Source: an optimization exercise on an open RTL-to-GDS flow (aim: small area, a short achievable clock period and few clock cycles per item). Production flows keep margins and buffers that such runs may drop.
RTL that was checked went through simulation tests only; none was proved equivalent to the original.
Only the layout flow was run in run 1; the RTL was not checked for function there.

==> flow/design.v <==
`default_nettype none
package dpc_pkg;
	localparam int DEF_VALUE_BITS = 32;
	function automatic logic [39:0] bcd_mask(input int s);
		case (s)
			0: bcd_mask = 40'h0000000000;
			1: bcd_mask = 40'h0000000001;
			2: bcd_mask = 40'h0000000003;
			3: bcd_mask = 40'h0000000007;
			4: bcd_mask = 40'h000000001f;
			5: bcd_mask = 40'h000000003f;
			6: bcd_mask = 40'h000000007f;
			7: bcd_mask = 40'h00000001ff;
			8: bcd_mask = 40'h00000003ff;
			9: bcd_mask = 40'h00000007ff;
			10: bcd_mask = 40'h0000001fff;
			11: bcd_mask = 40'h0000003fff;
			12: bcd_mask = 40'h0000007fff;
			13: bcd_mask = 40'h000000ffff;
			14: bcd_mask = 40'h000001ffff;
			15: bcd_mask = 40'h000003ffff;
			16: bcd_mask = 40'h000007ffff;
			17: bcd_mask = 40'h00001fffff;
			18: bcd_mask = 40'h00003fffff;
			19: bcd_mask = 40'h00007fffff;
			20: bcd_mask = 40'h0001ffffff;
			21: bcd_mask = 40'h0003ffffff;
			22: bcd_mask = 40'h0007ffffff;
			23: bcd_mask = 40'h000fffffff;
			24: bcd_mask = 40'h001fffffff;
			25: bcd_mask = 40'h003fffffff;
			26: bcd_mask = 40'h007fffffff;
			27: bcd_mask = 40'h01ffffffff;
			28: bcd_mask = 40'h03ffffffff;
			29: bcd_mask = 40'h07ffffffff;
			30: bcd_mask = 40'h1fffffffff;
			31: bcd_mask = 40'h3fffffffff;
			default: bcd_mask = 40'hffffffffff;
		endcase
	endfunction
	function automatic logic [3:0] dd_adjust(input logic [3:0] d);
		dd_adjust[3] = d[3] | (d[2] & (d[1] | d[0]));
		dd_adjust[2] = d[3] ? d[0] : (d[2] & !d[1] & !d[0]);
		dd_adjust[1] = d[3] ? !d[0] : (d[2] ? (d[1] & d[0]) : d[1]);
		dd_adjust[0] = d[3] ? !d[0] : (d[2] ? (d[1] & !d[0]) : d[0]);
	endfunction
endpackage
`default_nettype wire
`default_nettype none
module dpc_dd_stage
#(
	parameter int S0 = 0,
	parameter int NB = 8
) (
	input  wire logic [39:0]   in_bcd,
	input  wire logic [NB-1:0] in_bits,
	output logic      [39:0]   out_bcd
);
	logic [39:0] b;
	always_comb begin
		b = in_bcd & dpc_pkg::bcd_mask(S0);
		for (int s = 0; s < NB; s++) begin
			for (int k = 0; k < 10; k++) begin
				b[k*4 +: 4] = dpc_pkg::dd_adjust(b[k*4 +: 4]);
			end
			b = {b[38:0], in_bits[NB-1-s]} & dpc_pkg::bcd_mask(S0 + s + 1);
		end
		out_bcd = b;
	end
endmodule
`default_nettype wire
`default_nettype none
module dpc_sym_pairs (
	input  wire logic [39:0] in_bcd,
	input  wire logic        in_not,
	output logic      [9:0]  out_term
);
	logic [9:0]  nz;
	logic [9:0]  hi_zero;
	logic [4:0]  peq [11];
	logic [10:0] eq;
	always_comb begin
		for (int i = 0; i < 10; i++) begin
			nz[i] = |in_bcd[i*4 +: 4];
		end
		for (int l = 0; l < 10; l++) begin
			hi_zero[l] = ((nz >> (l + 1)) == 10'd0);
		end
		for (int l = 0; l <= 10; l++) begin
			peq[l] = 5'h1f;
			for (int i = 0; i < l / 2; i++) begin
				peq[l][i] = (in_bcd[i*4 +: 4] == in_bcd[(l-1-i)*4 +: 4]);
			end
			eq[l] = &peq[l];
		end
		out_term[0] = hi_zero[0] & !in_not;
		for (int l = 2; l <= 10; l++) begin
			out_term[l-1] = nz[l-1] & hi_zero[l-1] & eq[l] & !in_not;
		end
	end
endmodule
module dpc_sym_check (
	input  wire logic [9:0] in_term,
	output logic            out_pal
);
	assign out_pal = |in_term;
endmodule
`default_nettype wire
`default_nettype none
module decimal_palindrome_check_unit
#(
	parameter int VALUE_BITS = dpc_pkg::DEF_VALUE_BITS
) (
	input  wire logic                         clk,
	input  wire logic                         arst_n,
	input  wire logic                         in_valid,
	output logic                              in_ready,
	input  wire logic signed [VALUE_BITS-1:0] in_value,
	input  wire logic                         in_is_last,
	output logic                              out_valid,
	input  wire logic                         out_ready,
	output logic signed [VALUE_BITS-1:0]      out_value_echo,
	output logic                              out_is_palindrome,
	output logic                              out_last_out
);
	logic        adv;
	logic        valid_q1;
	logic        last_q1;
	logic [31:0] value_q1;
	logic [39:0] bcd_q1;
	logic [39:0] bcd_nx1;
	logic        valid_q2;
	logic        last_q2;
	logic [31:0] value_q2;
	logic [39:0] bcd_q2;
	logic [39:0] bcd_nx2;
	logic        valid_q3;
	logic        last_q3;
	logic [31:0] value_q3;
	logic [39:0] bcd_q3;
	logic [39:0] bcd_nx3;
	logic        valid_q4;
	logic        last_q4;
	logic [31:0] value_q4;
	logic [39:0] bcd_q4;
	logic [39:0] bcd_nx4;
	logic        valid_q5;
	logic        last_q5;
	logic [31:0] value_q5;
	logic [9:0]  term_q5;
	logic [39:0] bcd_fin;
	logic [39:0] bcd_mag;
	logic [9:0]  term_nx;
	logic        neg_end9;
	logic [3:0]  d0;
	logic [3:0]  d0_inc;
	assign adv      = !valid_q5 || out_ready;
	assign in_ready = adv;
	dpc_dd_stage #(.S0(0), .NB(7)) u_dd0 (
		.in_bcd  (40'd0),
		.in_bits (in_value[30:24] ^ {7{in_value[31]}}),
		.out_bcd (bcd_nx1)
	);
	dpc_dd_stage #(.S0(7), .NB(7)) u_dd1 (
		.in_bcd  (bcd_q1),
		.in_bits (value_q1[23:17] ^ {7{value_q1[31]}}),
		.out_bcd (bcd_nx2)
	);
	dpc_dd_stage #(.S0(14), .NB(7)) u_dd2 (
		.in_bcd  (bcd_q2),
		.in_bits (value_q2[16:10] ^ {7{value_q2[31]}}),
		.out_bcd (bcd_nx3)
	);
	dpc_dd_stage #(.S0(21), .NB(8)) u_dd3 (
		.in_bcd  (bcd_q3),
		.in_bits (value_q3[9:2] ^ {8{value_q3[31]}}),
		.out_bcd (bcd_nx4)
	);
	dpc_dd_stage #(.S0(29), .NB(2)) u_dd4 (
		.in_bcd  (bcd_q4),
		.in_bits (value_q4[1:0] ^ {2{value_q4[31]}}),
		.out_bcd (bcd_fin)
	);
	assign d0     = bcd_fin[3:0];
	assign d0_inc = {d0[3] | (d0[2] & d0[1] & d0[0]), d0[2] ^ (d0[1] & d0[0]), d0[1] ^ d0[0], !d0[0]};
	assign bcd_mag = {bcd_fin[39:4], value_q4[31] ? d0_inc : d0};
	assign neg_end9 = value_q4[31] && bcd_fin[3] && bcd_fin[0];
	dpc_sym_pairs u_pairs (
		.in_bcd   (bcd_mag),
		.in_not   (neg_end9),
		.out_term (term_nx)
	);
	always_ff @(posedge clk or negedge arst_n) begin
		if (!arst_n) begin
			valid_q1 <= 1'b0;
			valid_q2 <= 1'b0;
			valid_q3 <= 1'b0;
			valid_q4 <= 1'b0;
			valid_q5 <= 1'b0;
		end else begin
			if (adv) begin
				valid_q1 <= in_valid;
				valid_q2 <= valid_q1;
				valid_q3 <= valid_q2;
				valid_q4 <= valid_q3;
				valid_q5 <= valid_q4;
			end
		end
	end
	always_ff @(posedge clk) begin
		if (adv && in_valid) begin
			last_q1  <= in_is_last;
			value_q1 <= in_value;
			bcd_q1   <= bcd_nx1;
		end
		if (adv && valid_q1) begin
			last_q2  <= last_q1;
			value_q2 <= value_q1;
			bcd_q2   <= bcd_nx2;
		end
		if (adv && valid_q2) begin
			last_q3  <= last_q2;
			value_q3 <= value_q2;
			bcd_q3   <= bcd_nx3;
		end
		if (adv && valid_q3) begin
			last_q4  <= last_q3;
			value_q4 <= value_q3;
			bcd_q4   <= bcd_nx4;
		end
		if (adv && valid_q4) begin
			last_q5  <= last_q4;
			value_q5 <= value_q4;
			term_q5  <= term_nx;
		end
	end
	assign out_valid         = valid_q5;
	assign out_last_out      = last_q5;
	assign out_value_echo    = value_q5;
	dpc_sym_check u_sym (
		.in_term (term_q5),
		.out_pal (out_is_palindrome)
	);
endmodule
`default_nettype wire
==> flow/flow/run.sh <==
#!/bin/bash
# The standard layout, with the port buffers made as sky130_fd_sc_hd__buf_1 cells (the flow's
# timing repair resizes them where needed) instead of the slow delay-buffer cell that
# buffer_ports picks by default. Every port still gets its buffer.
set -euo pipefail
export BUFFER_PORTS_ARGS="-buffer_cell sky130_fd_sc_hd__buf_1"
bash standard.sh > standard_flow.log 2>&1
==> flow/standard.sh <==
#!/bin/bash
# synth_recipe.tcl (not shown) runs the flow's synth.tcl, then flattens the netlist and writes it again
# the make line also repeats each setting of config.mk as NAME=value (left out here)
make -C /OpenROAD-flow-scripts/flow DESIGN_CONFIG=/design/flow/config.mk WORK_HOME=/design/flow/orfs CLKGATE_MAP_FILE= SYNTH_SCRIPT=/design/flow/synth_recipe.tcl "${@:-finish}"
==> flow/config.mk <==
export PLATFORM = sky130hd
export DESIGN_NAME = decimal_palindrome_check_unit
export DESIGN_NICKNAME = decimal_palindrome_check_unit
export VERILOG_FILES = /design/flow/design.v
export SDC_FILE = /design/flow/constraint.sdc
export NUM_CORES = 4
export LEC_CHECK = 0
export ABC_AREA = 1
export CAP_MARGIN = 20
export CORE_MARGIN = 2
export CORE_UTILIZATION = 40
export SETUP_SLACK_MARGIN = 3.35
export SLEW_MARGIN = 20
==> flow/constraint.sdc <==
create_clock -name core_clock -period 6.5 [get_ports {clk}]
set_input_delay 1.3000 -clock core_clock [delete_from_list [all_inputs] [get_ports {clk}]]
set_output_delay 1.3000 -clock core_clock [all_outputs]
set_load 0.01 [all_outputs]
==> results of run 1 <==
==> synth_stat cells (5+ instances only) <==
| cell | number |
|---|---|
| sky130_fd_sc_hd__a21oi_1 | 83 |
| sky130_fd_sc_hd__a21oi_2 | 17 |
| sky130_fd_sc_hd__a221oi_1 | 8 |
| sky130_fd_sc_hd__a22oi_1 | 6 |
| sky130_fd_sc_hd__a31oi_1 | 6 |
| sky130_fd_sc_hd__and3_1 | 6 |
| sky130_fd_sc_hd__dfrtp_1 | 5 |
| sky130_fd_sc_hd__edfxtp_1 | 262 |
| sky130_fd_sc_hd__inv_1 | 431 |
| sky130_fd_sc_hd__inv_2 | 33 |
| sky130_fd_sc_hd__nand2_1 | 778 |
| sky130_fd_sc_hd__nand2_2 | 45 |
| sky130_fd_sc_hd__nand3_1 | 191 |
| sky130_fd_sc_hd__nand3_2 | 5 |
| sky130_fd_sc_hd__nand3b_1 | 6 |
| sky130_fd_sc_hd__nand4_1 | 23 |
| sky130_fd_sc_hd__nor2_1 | 284 |
| sky130_fd_sc_hd__nor2_2 | 29 |
| sky130_fd_sc_hd__nor3_1 | 20 |
| sky130_fd_sc_hd__nor4_1 | 15 |
| sky130_fd_sc_hd__o211ai_1 | 11 |
| sky130_fd_sc_hd__o21ai_0 | 126 |
| sky130_fd_sc_hd__o21ai_1 | 54 |
| sky130_fd_sc_hd__o21ai_2 | 18 |
| sky130_fd_sc_hd__o21bai_1 | 9 |
| sky130_fd_sc_hd__o22ai_1 | 20 |
| sky130_fd_sc_hd__xnor2_1 | 30 |
| sky130_fd_sc_hd__xor2_1 | 45 |
==> sequential cells by signal (all words and copies together) (netlist names), 9 cells and up <==
| signal | count |
|---|---|
| bcd_q2 | 17 |
| value_q1 | 32 |
| value_q2 | 32 |
| term_q5 | 10 |
| bcd_q3 | 26 |
| value_q3 | 32 |
| bcd_q1 | 9 |
| value_q5 | 32 |
| bcd_q4 | 35 |
| value_q4 | 32 |
==> cells by family (layout without fill, tap and decap cells) <==
kind of cell / Yosys count / after routing
adders and majority gates: 1 / 1
xor gates and xnor gates: 77 / 77
buffers and inverters: 473 / 742
AOI/OAI and AO/OA: 400 / 400
and+or+nand+nor: 1416 / 1416
DFF: 267 / 267
==> final timing paths <==
path / startpoint / end / slack, ps / cells past startpoint
worst min-delay path: value_q3[12] / value_q4[12] / 400 / 0
max in group asynchronous: arst_n / valid_q2 / 5710 / 1
min in group asynchronous: arst_n / valid_q1 / 590 / 1
worst max register to register: bcd_q3[19] / bcd_q4[21] / 3300 / 22
worst max-delay path: bcd_q3[19] / bcd_q4[21] / 3300 / 22
worst min register to register: value_q3[12] / value_q4[12] / 400 / 0
==> stage by stage <==
step,instance area [sq um],worst slack [ps]
after global routing,25400,3040
after detailed placement,20100,2780
after floorplan,19000,2890
after CTS,21300,3200
final,25400,3300
after global placement,20100,2830
==> routing by layer <==
| layer | vias to the layer above | share of wire (%) |
|---|---|---|
| li1 | 9102 | - |
| met1 | 8353 | 40 |
| met2 | 190 | 56 |
| met3 | 76 | 2.2 |
| met4 | 0 | 2.2 |
| met5 | - | 0 |
==> final cells by class <==
type	count	area, sq um	share of cell area (%)
clock buffers	34	766	3.02
clock inverters	18	288	1.13
inverters	465	1780	7.00
multi-input cells	1894	12300	48.5
flip-flops and latches	267	7990	31.5
well taps	607	759	2.99
repair buffers	225	1490	5.89
==> repair_timing <==
item,CTS,global route
buffers inserted,5,138
gates resized for setup,28,930
setup endpoints to repair,58,90
pin swaps,8,290
==> flow_results.org, run 1 <==
** Setup path
- Nature of the critical path endpoint :: flop
- The worst setup path is of the flop to flop kind.
- Among the stages of the critical path, the cell type that occurs most often is sky130_fd_sc_hd__nand2_2.
- Cell at the slowest stage of the critical path :: sky130_fd_sc_hd__edfxtp_1
- Startpoint kind of the worst setup timing path :: flop
- Cells along the critical path :: nor2_2, buf_4, nor2_4, nand2_2, inv_2, a21oi_4, buf_6, nand2_4, o21ai_4, nand2_2, buf_6, nand3_2, inv_1, nand2_1, nand2_2, nand2_2, nand2_4, nor2_4, nand2_2, o21a_1, or2_1, nand2_1
- For the worst setup path, the data required time is approximately 7000 ps.
- The cell family contributing the most delay on the critical path is simple AND/OR/NAND/NOR gates.
- On the worst path, the slowest cell contributes a delay of 440 ps.
- Along the worst path, the maximum fanout reaches 4.
- The critical path contains buffers and inverters numbering 5 combined.
- Worst Path Arrival :: 3640 ps

** Global route
- Entering global routing, the biggest net connects 70 pins.
- Number of global-route vias before repair :: 15666
- Global routing used 16.2% of the available tracks across all layers.
- Summed over all layers, the global routing overflow is 0.
- Most crowded layer after global routing :: met2
- Routing usage on met2 :: 31.3%
- Global routing consumed, on the met1 layer, 18.6% of the routing resources.
- Number of antenna violations at the first check in global routing :: 0
- Met3 usage in global routing :: 1.96%
- The first global-routing pass estimated 68.8 mm of wire.

** Layout
- Leaving out filler cells and counting taps, the final layout contains around 3500.
- For this run, the post-layout net count is 2921.
- The layout has 4213 filler cells.
- At the end of the flow the core is filled with cells to between 50% and 60%.
- 0 antenna diodes ended up in the layout.
- Area overhead of the layout relative to synthesis :: 34.0%
- The library cell used most frequently in the layout, excluding fill and tap cells, is sky130_fd_sc_hd__nand2_1.
- Leading cell types in the layout, fill and taps excluded :: sky130_fd_sc_hd__nand2_1 (515), sky130_fd_sc_hd__inv_1 (341), sky130_fd_sc_hd__edfxtp_1 (262)
- Share of post-route cells with drive strength above 1 :: around 36%

** Timing
- Final count of hold timing violations :: 0
- Worst rel slew slack :: 38.4%
- Across all hold checks on the routed design, the worst slack comes to 405 ps.
- The max-slew violation count is 0.
- The clock arrives with approximately 26 ps of skew.
- Setup repair after global routing could not meet its margin everywhere.
- For this run, the top clock speed supported by timing is roughly 0.31 GHz.
- Summed over all failing endpoints, the final setup total negative slack is 0 ps.
- After layout, the minimum clock period comes to 3200 ps.
- In the finished design, the share of the clock period the worst path needs comes to 49.2%.
- Setup violations remaining at the end of the flow were counted as 0.
- Actual slew at the worst max-slew pin :: 924 ps

** Logic synthesis
- Leading cell types by total area after synthesis :: sky130_fd_sc_hd__edfxtp_1 (42%), sky130_fd_sc_hd__nand2_1 (15%), sky130_fd_sc_hd__inv_1 (8.5%), sky130_fd_sc_hd__nor2_1 (5.6%), sky130_fd_sc_hd__nand3_1 (5.0%)
- The cell count after synthesis came out at between 2000 and 3000.
- Yosys mapped a number of flops with a built-in enable equal to approximately 260.
- Yosys warns :: 8
- Synthesis instantiated 58 different standard cells from the library.
- A synthesized cell averages 7.19 sq um.
- The most used flip-flop cell after synthesis is sky130_fd_sc_hd__edfxtp_1.
- Dominant cell type by area after synthesis :: sky130_fd_sc_hd__edfxtp_1
- Counting flops and latches in the post-synthesis netlist gives about 270.
- Share of synthesized registers carrying an async set or reset :: around 1.9%
- Fraction of synthesized cell area taken by the top area cell type :: 41.5%
- Summing the areas of all fa, ha and maj instances in the mapped netlist gives 0.0660% of the synthesized area.
- The synthesized netlist devotes 31.6% of its cell area to simple gates.
- By area, the combinational part of the netlist is dominated by simple AND/OR/NAND/NOR gates.
- Proportion of synthesized chip area in sequential cells :: 42.2%
- Cell area after technology mapping :: 18900 sq um
- The portion of synthesized area spent on multiplexers is 0%.
- Summing the areas of all compound-gate instances in the mapped netlist gives about an eighth of the synthesized area.
- After Yosys synthesis, XOR and XNOR cells account for 3.70% of the synthesized area.
- Counting every net in the synthesized netlist gives 2672.

** Die
- Die width :: 222 um
- Die Area :: ~49000 sq um
- Once the floorplan was initialized, standard cells occupied 40.6% of the core.
- The floorplan step set the die height to 222 um.
- For this design the top-level I/O count stands at 73.
- # rows :: 79
- The core region is 46700 sq um.

** Clocking
- Cts bufs inserted :: 30
- Clock slew seen by the registers of the worst setup and hold paths :: 60 ps
- In this run the number of H-tree levels came out at 1.
- The cell sitting at the root of the clock tree is a sky130_fd_sc_hd__clkbuf_16.
- For the worst-skew pair, the clock arrives at the later sink with an insertion delay of approximately 580 ps.
- TritonCTS built the clock tree.
- Clock Sink Count :: 267
- Post-cts hold buffer count :: 0
- CTS Buffer Depth :: 3

** Drt
- In this run the remaining antenna-violating nets after routing total 0.
- In the routed layout, each cell is associated on average with a via count of 5.05.
- In the final routed layout, each cell accounts on average for 13.2 um.
- The first routing iteration left about 720 violations.
- The first detailed-routing pass ran for 16 iterations.
- Wires add up to 46.4 mm.
- Post-route DRC violation count :: 0
- The routed layout has approximately 18000 vias.

** Place
- DP HPWL :: 31.3 mm
- Number of buffer cells added on primary ports :: 72
- Final estimated routing congestion in global placement :: 0.915
- # placed instances :: about 3300

** Status
- Run status :: complete, no violations

** Flow run
- MaxCap Viol Count :: 0

** Worst hold path
- The path class of the tightest hold or removal check is flop to flop.
==> run 2, diff against run 1 <==
--- a/flow/design.v
+++ b/flow/design.v
@@ -171,14 +171,14 @@
 		.in_bits (value_q2[16:10] ^ {7{value_q2[31]}}),
 		.out_bcd (bcd_nx3)
 	);
-	dpc_dd_stage #(.S0(21), .NB(8)) u_dd3 (
+	dpc_dd_stage #(.S0(21), .NB(7)) u_dd3 (
 		.in_bcd  (bcd_q3),
-		.in_bits (value_q3[9:2] ^ {8{value_q3[31]}}),
+		.in_bits (value_q3[9:3] ^ {7{value_q3[31]}}),
 		.out_bcd (bcd_nx4)
 	);
-	dpc_dd_stage #(.S0(29), .NB(2)) u_dd4 (
+	dpc_dd_stage #(.S0(28), .NB(3)) u_dd4 (
 		.in_bcd  (bcd_q4),
-		.in_bits (value_q4[1:0] ^ {2{value_q4[31]}}),
+		.in_bits (value_q4[2:0] ^ {3{value_q4[31]}}),
 		.out_bcd (bcd_fin)
 	);
 	assign d0     = bcd_fin[3:0];
==> flow_results.org, run 2 <==
** Die
- Die Area :: 49700 sq um (+1.2%)
- Area inside the core boundary :: 47500 sq um (+1.9%)
- The row count came to 80 (+1.3%).
- Chip height :: 223 um (+0.59%)
- The starting density of the core is 40.3% (-0.28 points).
- Die width :: 223 um (+0.59%)
- IO Count :: 73 (unchanged)

** Logic synthesis
- The synthesized area divided by synthesized cell count is 6.95 sq um (-3.4%).
- Count of flip-flops with a built-in enable after synthesis :: 261 (-0.38%)
- Counting instances in the post-synthesis netlist gives the leading cell types as sky130_fd_sc_hd__nand2_1 (930), sky130_fd_sc_hd__inv_1 (460), sky130_fd_sc_hd__nor2_1 (298).
- The gate count of the mapped netlist was 2760 (+4.8%).
- In the post-synthesis netlist, the cell with the most instances is sky130_fd_sc_hd__nand2_1.
- Synthesized Nets :: 2798 (+4.7%)
- Yosys warns :: 8 (unchanged)
- The sequential fraction of the synthesis area was 41.5% (-0.65 points).
- Of all cell types, the one taking the most synthesized area is sky130_fd_sc_hd__edfxtp_1.
- The count of different cell masters after synthesis came to 52 (-10%).
- Share of synthesized registers carrying an async set or reset :: 1.88% (+0.0070 points)
- The total standard cell area after synthesis was 19200 sq um (+1.2%).
- Post-synthesis sequential element count :: 266 (-0.37%)
- Leading cell types by total area after synthesis :: sky130_fd_sc_hd__edfxtp_1 (41%), sky130_fd_sc_hd__nand2_1 (18%), sky130_fd_sc_hd__inv_1 (9.0%), sky130_fd_sc_hd__nor2_1 (5.8%), sky130_fd_sc_hd__nand3_1 (5.6%)
- Dominant synthesized flop cell :: sky130_fd_sc_hd__edfxtp_1
- Fraction of synthesized cell area taken by the top area cell type :: 40.9% (-0.65 points)

** Setup path
- The setup slack of the most critical reg-to-reg path was 3520 ps (+220 ps).
- The required time reported for the critical path endpoint came to 5200 ps (-1750 ps).
- Nature of the critical path endpoint :: output pin
- The data arrival time of the critical path was 1730 ps (-1910 ps).
- Max FO, Critical Path :: 7 (+3)
- The startpoint identified for the worst register-to-register timing path is bcd_q4[15].
- The worst setup path is launched from an input port.
- The number of cells traversed by the worst register-to-register path came to 13 (-41%).
- The setup path with the least slack is of type input port to output pin.
- Reg-to-reg endpoint :: term_q5[4]

** Clocking
- In this run the clock root is driven by a sky130_fd_sc_hd__clkbuf_16.
- TritonCTS built the clock tree.
- The number of buffers on the longest clock path was 3 (unchanged).
- Clock Sink Count :: 266 (-0.37%)
- Number of levels the H-tree was split into :: 1 (unchanged)
- Post-cts hold buffer count :: 0 (unchanged)
- Cts bufs inserted :: 30 (unchanged)
- Clk Latency, worst-skew pair :: 590 ps (about the same)
- The clock transition at the register clock pins on the worst setup and hold paths after CTS came to 60 ps (about the same).

** Place
- The number of placed instances with taps included is 3445 (+3.9%).
- Final estimated routing congestion in global placement :: 0.876 (-4.2%)
- The worst slack after detailed placement is 2790 ps (+10.9 ps).
- The HPWL reported at the end of detailed placement was 32.0 mm (+2.2%).
- Placed inst area :: 20300 sq um (+0.99%)
- Number of buffer cells added on primary ports :: 72 (unchanged)

** Timing
- Final Max Tran Viols :: 0 (unchanged)
- Post-route clock period utilization :: 46.6% (-2.7 points)
- Setup repair after global routing could not meet its margin everywhere.
- Final period demand of the worst path :: 3030 ps (-172 ps)
- The summed negative setup slack over all endpoints came to 0 ps (unchanged).
- Post-layout worst setup margin :: 3470 ps (+172 ps)
- The relative slew slack came to 41.6% (+3.2 points).
- FMAX :: 0.330 GHz (+5.7%)
- Actual slew at the worst max-slew pin :: 875 ps (-48.3 ps)
- The final setup violation count was 0 (unchanged).
- The worst hold slack came to 414 ps (+9.31 ps).
- The number of hold-slack violations in the final timing report is 0 (unchanged).
- The largest clock skew in the final design is 17.9 ps (-8.09 ps).

** Drt
- The first-pass detailed-route iteration total came to 4 (-12).
- The final routed wire length divided by cell count is 11.8 um (-11%).
- Total length of routed met3 wires :: 1.05 mm (+4.6%)
- The sum of routed wire segments on met1 came to 17.5 mm (-5.0%).
- Via total after detailed routing :: 17294 (-2.4%)
- Violation count after the first detailed-routing iteration :: 805 (+11%)
- Top routing layer used :: met4
- The post-route antenna net violation count is 0 (unchanged).
- Met2 wire length :: 22.1 mm (-15%)
- Average vias per placed instance :: 4.86 (-3.7%)
- The residual DRC count was 0 (unchanged).
- The routed wire length was 42.0 mm (-9.6%).

** Layout
- More flip-flops sit in one register than any other, and that register is bcd_q4.
- The top cell types in the final layout, fill and taps aside, are sky130_fd_sc_hd__nand2_1 (857), sky130_fd_sc_hd__inv_1 (437), sky130_fd_sc_hd__edfxtp_1 (261).
- The library cell used most frequently in the layout, excluding fill and tap cells, is sky130_fd_sc_hd__nand2_1.
- Number of filler instances in the final layout :: 4665 (+11%)
- Area overhead of the layout relative to synthesis :: 17.9%
- Share of post-route cells with drive strength above 1 :: 15.7% (-20 points)
- The number of standard cells in the layout, taps in and fillers out is 3558 (+1.4%).
- The post-route cell area came to 22600 sq um (-11%).
- The flip-flop count of the largest register after layout was 34 (-2.9%).
- The number of antenna cells inserted was 0 (unchanged).
- The net count of the finished layout is 2959 (+1.3%).

** Worst hold path
- Cell depth of the worst hold path :: 0 (unchanged)
- The path with the worst hold slack has its endpoint at value_q5[13].
- The min-delay analysis places its worst path in the category flop to flop.
- Startpoint of the lowest-slack hold path :: value_q4[13]

** Status
- Run status :: complete, no violations

** Global route
- The global-route wire length before repair is 68.9 mm (+0.24%).
- Largest net degree at the start of global routing :: 69 (-1.4%)
- The overall global routing resource usage is 16.3% (+0.073 points).
- Number of antenna violations at the first check in global routing :: 0 (unchanged)
- Number of global-route vias before repair :: 15917 (+1.6%)
- Global route overflow :: 0 (unchanged)

** Flow run
- MaxCap Viol Count :: 0 (unchanged)
[run 2: layout make-up]
cell class              count  area (sq um)  area share (%)
clock buffers              35           779            3.45
clock inverters            19           229            1.01
inverters                 481          1810            8.02
multi-input cells        2004         10300            45.4
flip-flops and latches    266          7960            35.2
well taps                 615           769            3.40
repair buffers            138           781            3.45
[run 2: cell families after synthesis]
family	after synthesis	share of synthesized area (%)
compound gates	380	11.8
xor+xnor	82	3.92
fa+ha+maj	1	0.0652
buf+inv	490	9.70
flops	266	41.5
simple gates	1541	32.9
[run 2: worst max path at each step]
stage / startpoint / to / slack, ps / cells after the start
after detailed placement: out_ready / in_ready / 2790 / 4
after CTS: bcd_q1[3] / bcd_q2[12] / 3370 / 20
after global routing: bcd_q1[0] / bcd_q2[13] / 3240 / 24
final: out_ready / in_ready / 3470 / 4
after floorplan: out_ready / bcd_q4[0] / 2920 / 2
after global placement: out_ready / in_ready / 2830 / 4
[run 2: repair_timing]
item	CTS	global route
setup endpoints to repair	12	89
resized for setup	9	282
setup buffers	1	57
cloned	0	1
pin swaps	1	67
[run 2: metal layers]
metal	up-vias	track usage [%]
met5	-	0
met4	0	5.15
met3	77	2.02
met2	167	31.9
met1	7823	18.1
li1	9227	-
[run 2: stage by stage]
stage	utilization, %
after floorplan	-
after global placement	42.6
after detailed placement	42.6
after CTS	44.8
after global routing	47.6
final	47.6
[run 2: worst max-delay path: stages]
cell and delay (ps):
sky130_fd_sc_hd__buf_1 120, sky130_fd_sc_hd__nor2_4 50, sky130_fd_sc_hd__inv_2 90, sky130_fd_sc_hd__buf_1 170
Testbench counts of run 2, summed over its fixed seeds: cycles 12,040, items 12,000.

[port drivers added, routing unchanged]
The results above use ideal ports. As a check the final layouts listed here were re-extracted and re-timed, cells and wires unchanged. Step 1 sets driving cells, clkbuf_16 on the clock port and buf_2 on the other inputs (assumed; they add their load-dependent delay and slew). Step 2 times the ports against the registers' clock, not the clock port: input delays grow and output delays shrink by t, the midpoint of the rising clock arrivals with the driver on. Slacks: ideal / step 1 / step 2; pairs: ideal / step 1.
run	t, ns	slack for setup (ns)	worst hold slack (ns)	worst setup path after step 2	worst slew at a driven data input, ns
run 1	0.619	3.301 / 3.301 / 3.038	0.405 / 0.405 / 0.405	input to register	0.05
run 2	0.630	3.474 / 3.449 / 2.941	0.414 / 0.414 / 0.414	input to register	0.04
After both steps every run listed still meets setup and hold. For run 2, which loses most, drivers alone change the setup slack by -0.025 ns; drivers and shift together by -0.533 ns.
